This design comes from an exercise in tuning for small area, a short achievable clock period and few clock cycles on the open sky130 flow, not from production work.
At most, simulation tests tie the RTL to the original design; equivalence was not proved.

==> job 1693 <==
## acc_top
module acc_top (
  input  logic        clk,
  input  logic        arst_n,
  input  logic        reg_wr_en,
  input  logic [2:0]  reg_wr_addr,
  input  logic [31:0] reg_wr_data,
  input  logic [2:0]  reg_rd_addr,
  output logic [31:0] reg_rd_data,
  output logic        mem_req,
  output logic [15:0] mem_addr,
  input  logic        mem_gnt,
  input  logic        mem_rvalid,
  input  logic [31:0] mem_rdata,
  output logic        out_valid,
  output logic [31:0] out_data,
  output logic        out_last,
  input  logic        out_credit
);
clock: 6.0 ns
lec_check: 0
abc_clock_period_in_ps: 3000
cap_margin: 20
core_margin: 2
core_utilization: 65
cts_cluster_diameter: 120
cts_cluster_size: 22
setup_slack_margin: 2.6
slew_margin: 20
tns_end_percent: 0
standard.sh (not shown) runs the stock make flow with config.mk's settings and CLKGATE_MAP_FILE= SYNTH_SCRIPT=/design/flow/synth_recipe.tcl, a recipe that flattens the netlist after the stock synthesis.
==> flow/flow/run.sh <==
#!/bin/bash
# The standard layout, with the port buffers made from the smallest buffer
# cell instead of the default pick; repair still resizes them where needed.
set -o pipefail
export BUFFER_PORTS_ARGS="-buffer_cell sky130_fd_sc_hd__buf_1"
bash standard.sh 2>&1 | tee standard.log
==> inputs of job 5759, as changes to job 1693 <==
--- a/flow/design.v
+++ b/flow/design.v
@@ -158,12 +158,12 @@
   logic        grant;
   logic [15:0] addr_inc;
   logic        desc_wr;
   logic        restart;       
   logic        spec_go;       
-  logic [2:0]  tag_rd;        
-  logic [7:0]  tag_a;         
+  logic [2:0]  spec_out;      
+  logic [2:0]  job_out;       
   assign desc_wr = reg_wr_en && (reg_wr_addr <= 3'd5);
   assign restart = ctrl_go && !spec_ok;
   assign mem_req  = busy && !drain && (outst <= 3'd5) &&
                     (!iss_a || (started && (credits != 3'd0)));
   assign mem_addr = iss_a ? ap : (iss_x ? xp : kp);
@@ -191,24 +191,24 @@
         iss_x      <= 1'b0;
         pairs_left <= pairs_left - 1'b1;
         if (pairs_left == 16'd1) iss_a <= 1'b1;
       end
     end
-    if (grant) tag_a[tag_rd + outst] <= iss_a;
   end
   always_ff @(posedge clk or negedge arst_n) begin
     if (!arst_n) begin
       outst   <= '0;
       credits <= 3'd4;
-      tag_rd  <= '0;
+      spec_out <= '0;
       started <= 1'b0;
       spec_ok <= 1'b0;
       drain   <= 1'b0;
     end else begin
       outst   <= outst + 3'(grant) - 3'(mem_rvalid);
       credits <= credits - 3'(grant && iss_a) + 3'(out_credit);
-      if (mem_rvalid) tag_rd <= tag_rd + 1'b1;
+      if (ctrl_go) spec_out <= '0;
+      else spec_out <= spec_out + 3'(grant && !started) - 3'(mem_rvalid && (job_out == 3'd0));
       if (ctrl_go)      started <= 1'b1;
       else if (spec_go) started <= 1'b0;
       if (spec_go)                  spec_ok <= !desc_wr;
       else if (desc_wr || ctrl_go)  spec_ok <= 1'b0;
       if (restart || drain) drain <= (outst - 3'(mem_rvalid) != 3'd0);
@@ -219,11 +219,12 @@
   logic [2:0]  a_rsp;       
   logic [2:0]  a_out;       
   logic        rv_k, rv_x, rv_a;
   logic [31:0] k_reg;       
   logic [31:0] x_reg;       
-  assign rsp_a = tag_a[tag_rd];
+  assign job_out = outst - spec_out;
+  assign rsp_a   = (job_out != 3'd0) && (job_out <= (started ? a_req : 3'd4));
   assign rv_a  = mem_rvalid && !drain && rsp_a;
   assign rv_k  = mem_rvalid && !drain && !rsp_a && !rsp_x;
   assign rv_x  = mem_rvalid && !drain && !rsp_a && rsp_x;
   always_ff @(posedge clk) begin
     if (restart) rsp_x <= 1'b0;
@@ -248,18 +249,19 @@
   always_ff @(posedge clk or negedge arst_n) begin
     if (!arst_n) begin
       mac1      <= 1'b0;
       mac2      <= 1'b0;
       zero_base <= 1'b0;
+      par       <= 1'b0;
     end else begin
       mac1      <= mac1_n;
       mac2      <= mac2_n;
       zero_base <= first_n && (mac1_n || mac2_n);
+      par       <= !par;
     end
   end
   always_ff @(posedge clk) begin
-    par   <= !par;
     first <= first_n;
     k_op  <= {booth(k_sel[15:8]), booth(k_sel[7:0])};
   end
   assign k_sel = !(rv_x || mac1) ? 16'd0 : (par ? k_reg[15:0] : k_reg[31:16]);
   function automatic logic [11:0] booth(input logic [7:0] k);
Settings changed: SETUP_SLACK_MARGIN 2.6 to 3.0.
==> inputs of job 5004, as changes to job 1693 <==
--- a/flow/design.v
+++ b/flow/design.v
@@ -158,12 +158,11 @@
   logic        grant;
   logic [15:0] addr_inc;
   logic        desc_wr;
   logic        restart;       
   logic        spec_go;       
-  logic [2:0]  tag_rd;        
-  logic [7:0]  tag_a;         
+  logic [2:0]  job_out;       
   assign desc_wr = reg_wr_en && (reg_wr_addr <= 3'd5);
   assign restart = ctrl_go && !spec_ok;
   assign mem_req  = busy && !drain && (outst <= 3'd5) &&
                     (!iss_a || (started && (credits != 3'd0)));
   assign mem_addr = iss_a ? ap : (iss_x ? xp : kp);
@@ -191,24 +190,24 @@
         iss_x      <= 1'b0;
         pairs_left <= pairs_left - 1'b1;
         if (pairs_left == 16'd1) iss_a <= 1'b1;
       end
     end
-    if (grant) tag_a[tag_rd + outst] <= iss_a;
   end
   always_ff @(posedge clk or negedge arst_n) begin
     if (!arst_n) begin
       outst   <= '0;
       credits <= 3'd4;
-      tag_rd  <= '0;
+      job_out <= '0;
       started <= 1'b0;
       spec_ok <= 1'b0;
       drain   <= 1'b0;
     end else begin
       outst   <= outst + 3'(grant) - 3'(mem_rvalid);
       credits <= credits - 3'(grant && iss_a) + 3'(out_credit);
-      if (mem_rvalid) tag_rd <= tag_rd + 1'b1;
+      if (ctrl_go) job_out <= outst - 3'(mem_rvalid);
+      else job_out <= job_out + 3'(grant && started) - 3'(mem_rvalid && (job_out != 3'd0));
       if (ctrl_go)      started <= 1'b1;
       else if (spec_go) started <= 1'b0;
       if (spec_go)                  spec_ok <= !desc_wr;
       else if (desc_wr || ctrl_go)  spec_ok <= 1'b0;
       if (restart || drain) drain <= (outst - 3'(mem_rvalid) != 3'd0);
@@ -219,11 +218,11 @@
   logic [2:0]  a_rsp;       
   logic [2:0]  a_out;       
   logic        rv_k, rv_x, rv_a;
   logic [31:0] k_reg;       
   logic [31:0] x_reg;       
-  assign rsp_a = tag_a[tag_rd];
+  assign rsp_a = (job_out != 3'd0) && (job_out <= (started ? a_req : 3'd4));
   assign rv_a  = mem_rvalid && !drain && rsp_a;
   assign rv_k  = mem_rvalid && !drain && !rsp_a && !rsp_x;
   assign rv_x  = mem_rvalid && !drain && !rsp_a && rsp_x;
   always_ff @(posedge clk) begin
     if (restart) rsp_x <= 1'b0;
@@ -248,18 +247,19 @@
   always_ff @(posedge clk or negedge arst_n) begin
     if (!arst_n) begin
       mac1      <= 1'b0;
       mac2      <= 1'b0;
       zero_base <= 1'b0;
+      par       <= 1'b0;
     end else begin
       mac1      <= mac1_n;
       mac2      <= mac2_n;
       zero_base <= first_n && (mac1_n || mac2_n);
+      par       <= !par;
     end
   end
   always_ff @(posedge clk) begin
-    par   <= !par;
     first <= first_n;
     k_op  <= {booth(k_sel[15:8]), booth(k_sel[7:0])};
   end
   assign k_sel = !(rv_x || mac1) ? 16'd0 : (par ? k_reg[15:0] : k_reg[31:16]);
   function automatic logic [11:0] booth(input logic [7:0] k);
Settings changed: CORE_UTILIZATION 65 to 58, SETUP_SLACK_MARGIN 2.6 to 2.8.
==> notes <==
The lowest clock-buffer cell count belongs to job 1693, the highest to job 5004. First-iteration DRC count: job 5004 < job 1693 < job 5759. Of job 5004 and job 5759, job 5004 has the higher area after synthesis (gap 0.39%, measured against job 5759). The lowest via count belongs to job 5759, the highest to job 1693. Between job 1693 and job 5759, the lower global-route usage is in job 5759 (gap 0.86 points).
Testbench counts of job 5759, summed over its fixed seeds: cycles 8,860.
Testbench counts of job 5004, summed over its fixed seeds: cycles 8,860.
Only the layout flow was run in job 1693; the RTL was not checked for function there.


==> build 16 <==
==> flow/design.v <==
`timescale 1ns/1ns
module mac8b (
  input  logic [7:0] x,
  input  logic [3:0] one,
  input  logic [3:0] two,
  input  logic [3:0] neg,
  input  logic [7:0] acc,
  output logic [7:0] s
);
  logic [7:0] pp0;
  logic [5:0] pp1;
  logic [3:0] pp2;
  logic [1:0] pp3;
  logic [7:0] row_a, row_b;
  logic t1, t2, t3, t4, t5, t6, t7, t8, t9, t10, t11, t12, t13, t14, t15, t16, t17, t18, t19, t20, t21, t22, t23, t24, t25, t26, t27, t28, t29, t30, t31, t32, t33, t34, t35, t36;
  assign pp0[0] = ((one[0] & x[0]) | (two[0] & 1'b0)) ^ neg[0];
  assign pp0[1] = ((one[0] & x[1]) | (two[0] & x[0])) ^ neg[0];
  assign pp0[2] = ((one[0] & x[2]) | (two[0] & x[1])) ^ neg[0];
  assign pp0[3] = ((one[0] & x[3]) | (two[0] & x[2])) ^ neg[0];
  assign pp0[4] = ((one[0] & x[4]) | (two[0] & x[3])) ^ neg[0];
  assign pp0[5] = ((one[0] & x[5]) | (two[0] & x[4])) ^ neg[0];
  assign pp0[6] = ((one[0] & x[6]) | (two[0] & x[5])) ^ neg[0];
  assign pp0[7] = ((one[0] & x[7]) | (two[0] & x[6])) ^ neg[0];
  assign pp1[0] = ((one[1] & x[0]) | (two[1] & 1'b0)) ^ neg[1];
  assign pp1[1] = ((one[1] & x[1]) | (two[1] & x[0])) ^ neg[1];
  assign pp1[2] = ((one[1] & x[2]) | (two[1] & x[1])) ^ neg[1];
  assign pp1[3] = ((one[1] & x[3]) | (two[1] & x[2])) ^ neg[1];
  assign pp1[4] = ((one[1] & x[4]) | (two[1] & x[3])) ^ neg[1];
  assign pp1[5] = ((one[1] & x[5]) | (two[1] & x[4])) ^ neg[1];
  assign pp2[0] = ((one[2] & x[0]) | (two[2] & 1'b0)) ^ neg[2];
  assign pp2[1] = ((one[2] & x[1]) | (two[2] & x[0])) ^ neg[2];
  assign pp2[2] = ((one[2] & x[2]) | (two[2] & x[1])) ^ neg[2];
  assign pp2[3] = ((one[2] & x[3]) | (two[2] & x[2])) ^ neg[2];
  assign pp3[0] = ((one[3] & x[0]) | (two[3] & 1'b0)) ^ neg[3];
  assign pp3[1] = ((one[3] & x[1]) | (two[3] & x[0])) ^ neg[3];
  assign t1 = pp0[4] ^ pp1[2];
  assign t2 = pp0[4] & pp1[2];
  assign t3 = pp0[5] ^ pp1[3];
  assign t4 = pp0[5] & pp1[3];
  assign t5 = pp0[6] ^ pp1[4] ^ pp2[2];
  assign t6 = (pp0[6] & pp1[4]) | (pp0[6] & pp2[2]) | (pp1[4] & pp2[2]);
  assign t7 = pp3[0] ^ neg[3];
  assign t8 = pp3[0] & neg[3];
  assign t9 = pp0[7] ^ pp1[5] ^ pp2[3];
  assign t10 = pp3[1] ^ acc[7];
  assign t11 = pp0[2] ^ pp1[0];
  assign t12 = pp0[2] & pp1[0];
  assign t13 = pp0[3] ^ pp1[1];
  assign t14 = pp0[3] & pp1[1];
  assign t15 = t1 ^ pp2[0] ^ neg[2];
  assign t16 = (t1 & pp2[0]) | (t1 & neg[2]) | (pp2[0] & neg[2]);
  assign t17 = t3 ^ pp2[1] ^ acc[5];
  assign t18 = (t3 & pp2[1]) | (t3 & acc[5]) | (pp2[1] & acc[5]);
  assign t19 = t5 ^ t7 ^ acc[6];
  assign t20 = (t5 & t7) | (t5 & acc[6]) | (t7 & acc[6]);
  assign t21 = t9 ^ t10 ^ t6;
  assign t22 = pp0[0] ^ neg[0];
  assign t23 = pp0[0] & neg[0];
  assign t24 = pp0[1] ^ acc[1];
  assign t25 = pp0[1] & acc[1];
  assign t26 = t11 ^ neg[1] ^ acc[2];
  assign t27 = (t11 & neg[1]) | (t11 & acc[2]) | (neg[1] & acc[2]);
  assign t28 = t13 ^ acc[3] ^ t12;
  assign t29 = (t13 & acc[3]) | (t13 & t12) | (acc[3] & t12);
  assign t30 = t15 ^ acc[4] ^ t14;
  assign t31 = (t15 & acc[4]) | (t15 & t14) | (acc[4] & t14);
  assign t32 = t17 ^ t2 ^ t16;
  assign t33 = (t17 & t2) | (t17 & t16) | (t2 & t16);
  assign t34 = t19 ^ t4 ^ t18;
  assign t35 = (t19 & t4) | (t19 & t18) | (t4 & t18);
  assign t36 = t21 ^ t8 ^ t20;
  assign row_a = {t36, t34, t32, t30, t28, t26, t24, t22};
  assign row_b = {t35, t33, t31, t29, t27, t25, t23, acc[0]};
  assign s = row_a + row_b;
endmodule
`timescale 1ns/1ns
module acc_top (
  input  logic        clk,
  input  logic        arst_n,
  input  logic        reg_wr_en,
  input  logic [2:0]  reg_wr_addr,
  input  logic [31:0] reg_wr_data,
  input  logic [2:0]  reg_rd_addr,
  output logic [31:0] reg_rd_data,
  output logic        mem_req,
  output logic [15:0] mem_addr,
  input  logic        mem_gnt,
  input  logic        mem_rvalid,
  input  logic [31:0] mem_rdata,
  output logic        out_valid,
  output logic [31:0] out_data,
  output logic        out_last,
  input  logic        out_credit
);
  logic [15:0] k_base, k_len, x_base, x_len, a_base, a_len;
  logic        busy;
  logic [7:0]  done_cnt;
  logic        ctrl_go;
  logic        job_done;
  assign ctrl_go = reg_wr_en && (reg_wr_addr == 3'd6) && reg_wr_data[0] && !busy;
  always_ff @(posedge clk or negedge arst_n) begin
    if (!arst_n) begin
      k_base <= '0;
      k_len  <= '0;
      x_base <= '0;
      x_len  <= '0;
      a_base <= '0;
      a_len  <= '0;
    end else if (reg_wr_en) begin
      case (reg_wr_addr)
        3'd0: k_base <= reg_wr_data[15:0];
        3'd1: k_len  <= reg_wr_data[15:0];
        3'd2: x_base <= reg_wr_data[15:0];
        3'd3: x_len  <= reg_wr_data[15:0];
        3'd4: a_base <= reg_wr_data[15:0];
        3'd5: a_len  <= reg_wr_data[15:0];
        default: ;
      endcase
    end
  end
  always_ff @(posedge clk or negedge arst_n) begin
    if (!arst_n) begin
      busy     <= 1'b0;
      done_cnt <= '0;
    end else if (ctrl_go) begin
      busy <= 1'b1;
    end else if (job_done) begin
      busy     <= 1'b0;
      done_cnt <= done_cnt + 1'b1;
    end
  end
  always_comb begin
    reg_rd_data = '0;
    case (reg_rd_addr)
      3'd0: reg_rd_data[15:0] = k_base;
      3'd1: reg_rd_data[15:0] = k_len;
      3'd2: reg_rd_data[15:0] = x_base;
      3'd3: reg_rd_data[15:0] = x_len;
      3'd4: reg_rd_data[15:0] = a_base;
      3'd5: reg_rd_data[15:0] = a_len;
      3'd6: begin
        reg_rd_data[0]    = busy;
        reg_rd_data[15:8] = done_cnt;
      end
      default: ;
    endcase
  end
  logic [15:0] kp, xp, ap;    
  logic [15:0] pairs_left;    
  logic        iss_x;         
  logic        iss_a;         
  logic        iss_end;       
  logic [2:0]  a_req;         
  logic [2:0]  outst;         
  logic [2:0]  credits;       
  logic        grant;
  logic [15:0] addr_inc;
  assign mem_req  = busy && !iss_end && (outst <= 3'd5) && (!iss_a || (credits != 3'd0));
  assign mem_addr = iss_a ? ap : (iss_x ? xp : kp);
  assign grant    = mem_req && mem_gnt;
  assign addr_inc = mem_addr + 1'b1;
  always_ff @(posedge clk) begin
    if (ctrl_go) begin
      kp         <= k_base;
      xp         <= x_base;
      ap         <= a_base;
      pairs_left <= k_len;
      iss_x      <= 1'b0;
      iss_a      <= 1'b0;
      iss_end    <= 1'b0;
      a_req      <= '0;
    end else if (grant) begin
      if (iss_a) begin
        ap    <= addr_inc;
        a_req <= a_req + 1'b1;
        if (a_req == 3'd3) iss_end <= 1'b1;
      end else if (!iss_x) begin
        kp    <= addr_inc;
        iss_x <= 1'b1;
      end else begin
        xp         <= addr_inc;
        iss_x      <= 1'b0;
        pairs_left <= pairs_left - 1'b1;
        if (pairs_left == 16'd1) iss_a <= 1'b1;
      end
    end
  end
  always_ff @(posedge clk or negedge arst_n) begin
    if (!arst_n) begin
      outst   <= '0;
      credits <= 3'd4;
    end else begin
      outst   <= outst + 3'(grant) - 3'(mem_rvalid);
      credits <= credits - 3'(grant && iss_a) + 3'(out_credit);
    end
  end
  logic        rsp_a;       
  logic        rsp_x;       
  logic [2:0]  a_rsp;       
  logic [2:0]  a_out;       
  logic        rv_k, rv_x, rv_a;
  logic [31:0] k_reg;       
  logic [31:0] x_reg;       
  assign rsp_a = (outst <= a_req);
  assign rv_a  = mem_rvalid && rsp_a;
  assign rv_k  = mem_rvalid && !rsp_a && !rsp_x;
  assign rv_x  = mem_rvalid && !rsp_a && rsp_x;
  always_ff @(posedge clk) begin
    if (ctrl_go) begin
      rsp_x <= 1'b0;
      a_rsp <= '0;
    end else begin
      if (rv_k || rv_x) rsp_x <= !rsp_x;
      if (rv_a) a_rsp <= a_rsp + 1'b1;
    end
    if (rv_k || (rv_a && !a_rsp[0])) k_reg <= mem_rdata;
    if (rv_x || (rv_a && a_rsp[0]))  x_reg <= mem_rdata;
  end
  logic        par;
  logic        first;       
  logic        mac1, mac2;  
  logic [15:0] k_sel;       
  logic [23:0] k_op;        
  logic [7:0]  ring_a [4][2];
  logic [7:0]  ring_b [4][2];
  always_ff @(posedge clk or negedge arst_n) begin
    if (!arst_n) begin
      mac1 <= 1'b0;
      mac2 <= 1'b0;
    end else begin
      mac1 <= rv_x;
      mac2 <= mac1;
    end
  end
  always_ff @(posedge clk) begin
    par <= ctrl_go ? 1'b0 : !par;
    if (ctrl_go) first <= 1'b1;
    else if (mac2) first <= 1'b0;
    k_op <= {booth(k_sel[15:8]), booth(k_sel[7:0])};
  end
  assign k_sel = !(rv_x || mac1) ? 16'd0 : (par ? k_reg[15:0] : k_reg[31:16]);
  function automatic logic [11:0] booth(input logic [7:0] k);
    logic [8:0] e;
    logic [3:0] one, two, neg;
    e = {k, 1'b0};
    for (int i = 0; i < 4; i++) begin
      one[i] = e[2*i+1] ^ e[2*i];
      two[i] = (e[2*i+2] & !e[2*i+1] & !e[2*i]) | (!e[2*i+2] & e[2*i+1] & e[2*i]);
      neg[i] = e[2*i+2];
    end
    booth = {neg, two, one};
  endfunction
  for (genvar r = 0; r < 4; r++) begin : g_row
    for (genvar j = 0; j < 2; j++) begin : g_unit
      logic [7:0] base;
      logic [7:0] sum;
      assign base = first ? 8'd0 : ring_a[r][j];
      mac8b u_mac (
        .x(x_reg[8*r +: 8]),
        .one(k_op[12*j +: 4]), .two(k_op[12*j+4 +: 4]), .neg(k_op[12*j+8 +: 4]),
        .acc(base), .s(sum)
      );
      always_ff @(posedge clk) begin
        ring_a[r][j] <= ring_b[r][j];
        ring_b[r][j] <= sum;
      end
    end
  end
  logic [1:0]  oc;
  logic        in_a;
  logic        col_busy;
  logic [31:0] psum;
  assign oc       = a_out[1:0];
  assign col_busy = mac2 && in_a;    
  assign psum     = oc[0] ? x_reg : k_reg;
  logic        emit;
  logic [31:0] sum_out;
  always_comb begin
    for (int r = 0; r < 4; r++) begin
      sum_out[8*r +: 8] = (in_a ? ring_a[r][oc[0]] : ring_b[r][oc[0]]) + psum[8*r +: 8];
    end
  end
  assign emit = busy && (a_rsp != a_out) && !col_busy;
  always_ff @(posedge clk or negedge arst_n) begin
    if (!arst_n) out_valid <= 1'b0;
    else         out_valid <= emit;
  end
  always_ff @(posedge clk) begin
    out_data <= sum_out;
    out_last <= (oc == 2'd3);
  end
  assign job_done = out_valid && out_last;
  always_ff @(posedge clk) begin
    if (ctrl_go) begin
      a_out <= '0;
      in_a  <= 1'b1;
    end else if (emit) begin
      a_out <= a_out + 1'b1;
      in_a  <= ((oc[1] ^ oc[0]) == !par);
    end else begin
      in_a  <= (oc[1] == !par);
    end
  end
endmodule
==> flow/flow/run.sh <==
#!/bin/bash
# The standard layout, with the port buffers made from the smallest buffer
# cell instead of the default pick; repair still resizes them where needed.
set -o pipefail
export BUFFER_PORTS_ARGS="-buffer_cell sky130_fd_sc_hd__buf_1"
bash standard.sh 2>&1 | tee standard.log
==> flow/standard.sh <==
#!/bin/bash
# synth_recipe.tcl (not shown) runs the flow's synth.tcl, then flattens the netlist and writes it again
# the make line also repeats each setting of config.mk as NAME=value (left out here)
make -C /OpenROAD-flow-scripts/flow DESIGN_CONFIG=/design/flow/config.mk WORK_HOME=/design/flow/orfs CLKGATE_MAP_FILE= SYNTH_SCRIPT=/design/flow/synth_recipe.tcl "${@:-finish}"
==> flow/config.mk <==
export PLATFORM = sky130hd
export DESIGN_NAME = acc_top
export DESIGN_NICKNAME = acc_top
export VERILOG_FILES = /design/flow/design.v
export SDC_FILE = /design/flow/constraint.sdc
export NUM_CORES = 4
export LEC_CHECK = 0
export ABC_CLOCK_PERIOD_IN_PS = 3000
export CAP_MARGIN = 20
export CORE_MARGIN = 2
export CORE_UTILIZATION = 65
export CTS_CLUSTER_DIAMETER = 120
export CTS_CLUSTER_SIZE = 22
export SETUP_SLACK_MARGIN = 2.6
export SLEW_MARGIN = 20
export TNS_END_PERCENT = 0
==> flow/constraint.sdc <==
create_clock -name core_clock -period 6.0 [get_ports {clk}]
set_input_delay 1.2000 -clock core_clock [delete_from_list [all_inputs] [get_ports {clk}]]
set_output_delay 1.2000 -clock core_clock [all_outputs]
set_load 0.01 [all_outputs]
==> build 8 (differences from build 16) <==
--- a/flow/design.v
+++ b/flow/design.v
@@ -274,26 +274,17 @@
   assign col_busy = mac2 && in_a;    
   assign psum     = oc[0] ? x_reg : k_reg;
-  logic        emit;
-  logic [31:0] sum_out;
   always_comb begin
     for (int r = 0; r < 4; r++) begin
-      sum_out[8*r +: 8] = (in_a ? ring_a[r][oc[0]] : ring_b[r][oc[0]]) + psum[8*r +: 8];
-    end
-  end
-  assign emit = busy && (a_rsp != a_out) && !col_busy;
-  always_ff @(posedge clk or negedge arst_n) begin
-    if (!arst_n) out_valid <= 1'b0;
-    else         out_valid <= emit;
-  end
-  always_ff @(posedge clk) begin
-    out_data <= sum_out;
-    out_last <= (oc == 2'd3);
-  end
-  assign job_done = out_valid && out_last;
+      out_data[8*r +: 8] = (in_a ? ring_a[r][oc[0]] : ring_b[r][oc[0]]) + psum[8*r +: 8];
+    end
+  end
+  assign out_valid = busy && (a_rsp != a_out) && !col_busy;
+  assign out_last  = (oc == 2'd3);
+  assign job_done  = out_valid && out_last;
   always_ff @(posedge clk) begin
     if (ctrl_go) begin
       a_out <= '0;
       in_a  <= 1'b1;
-    end else if (emit) begin
+    end else if (out_valid) begin
       a_out <= a_out + 1'b1;
       in_a  <= ((oc[1] ^ oc[0]) == !par);
==> flow/run.sh (new file) <==
#!/bin/bash
# synth_recipe.tcl (not shown) runs the flow's synth.tcl, then flattens the netlist and writes it again
# the make line also repeats each setting of config.mk as NAME=value (left out here)
make -C /OpenROAD-flow-scripts/flow DESIGN_CONFIG=/design/flow/config.mk WORK_HOME=/design/flow/orfs CLKGATE_MAP_FILE= SYNTH_SCRIPT=/design/flow/synth_recipe.tcl finish
Settings changed: CORE_UTILIZATION 65 to 40, CTS_CLUSTER_DIAMETER 120 to not set, CTS_CLUSTER_SIZE 22 to not set, SETUP_SLACK_MARGIN 2.6 to 2.8, TNS_END_PERCENT 0 to not set.
removed: flow/flow/run.sh
removed: flow/standard.sh
==> trial 24 (differences from build 16) <==
Settings changed: CORE_UTILIZATION 65 to 60, CTS_CLUSTER_DIAMETER 120 to not set, CTS_CLUSTER_SIZE 22 to not set, SETUP_SLACK_MARGIN 2.6 to 2.8.
==> results.txt <==
                                                                                      build 16                 trial 24                  build 8
Run status                                                             complete, no violations  complete, no violations  complete, no violations
GRT met1 Usage                                                                           0.486                    0.475                    0.284
Met2 wire length                                                                      28800 um                 30700 um                 37400 um
Share of flip-flops with an asynchronous set or reset after synthesis                    0.257                    0.257                    0.276
Final instance area                                                                 0.0288 mm2               0.0296 mm2               0.0324 mm2
Slew headroom                                                                            0.286                    0.244                    0.305
Post-CTS sizing                                                                             74                       81                      454
Tapcells                                                                                   525                      585                      837
Die span in y                                                                           204 um                   212 um                   254 um
Launch point of the critical path                                               reg_rd_addr[2]           reg_rd_addr[0]                 a_out[0]
Total stage count of the critical path                                                       5                        6                       11
Worst hold-check slack                                                                0.344 ns                 0.344 ns                 0.326 ns
Post-CTS Setup Repair Bufs                                                                  40                       46                      105
Instance count after placement with tap cells included                                    2905                     2966                     3171
Core Region                                                                         0.0395 mm2               0.0429 mm2               0.0618 mm2
Estimated wirelength of the detail-placed design                                      44400 um                 46400 um                 47600 um
Global-route wire length before repair                                               102000 um                108000 um                113000 um
Clock buffer count in the final layout                                                      42                       73                       60
Total of fill cells in the finished design                                                2824                     3268                     5316
Number of multi-input combinational cells                                                 1664                     1664                     1640
Placement Setup Slack                                                                  1.66 ns                  1.82 ns                  1.33 ns
Maximum achievable frequency                                                         0.277 GHz                0.277 GHz                0.227 GHz
Portion of the layout cell area used by clock cells                                     0.0246                   0.0522                   0.0534
Testbench counts of build 16, summed over its fixed seeds: cycles 9,964.
Testbench counts of trial 24, summed over its fixed seeds: cycles 9,964.
No functional check of the RTL was part of build 8.

## afterwards: timing with drivers on the ports
The flow's constraints put no driver on any port. The routed layouts listed below were extracted and timed again, unchanged, in two steps. Step 1 sets driving cells, clkbuf_16 on the clock port and buf_2 on the other inputs (assumed; they add their load-dependent delay and slew). Step 2 adds t to the input delays and takes it off the output delays; t is the mean of the earliest and latest rising clock arrival at the registers after step 1. Input paths then give back, and output paths get back, about the clock's delay inside the block. a / b / c = ideal / step 1 / step 2; a / b = the first two.
run | t (ns) | slack for setup (ns) | latest minus earliest clock arrival (ns) | worst register clock-pin slew, ns | worst slew at a driven data input, ns
job 1693 | 0.641 | 2.440 / 2.338 / 2.338 | 0.034 / 0.033 | 0.10 / 0.10 | 0.12
job 5759 | 0.618 | 2.351 / 2.351 / 2.281 | 0.021 / 0.022 | 0.10 / 0.10 | 0.09
job 5004 | 0.625 | 2.455 / 2.366 / 2.366 | 0.038 / 0.037 | 0.10 / 0.10 | 0.14
build 16 | 0.624 | 2.395 / 2.357 / 2.357 | 0.031 / 0.030 | 0.10 / 0.10 | 0.09
build 8 | 0.668 | 1.594 / 1.538 / 2.207 | 0.043 / 0.043 | 0.07 / 0.07 | 0.22
trial 24 | 0.640 | 2.388 / 2.346 / 2.346 | 0.034 / 0.034 | 0.07 / 0.07 | 0.09
After both steps setup and hold are still met in every run listed. For job 1693, which loses most, drivers alone change the setup slack by -0.102 ns; drivers and shift together by -0.102 ns.
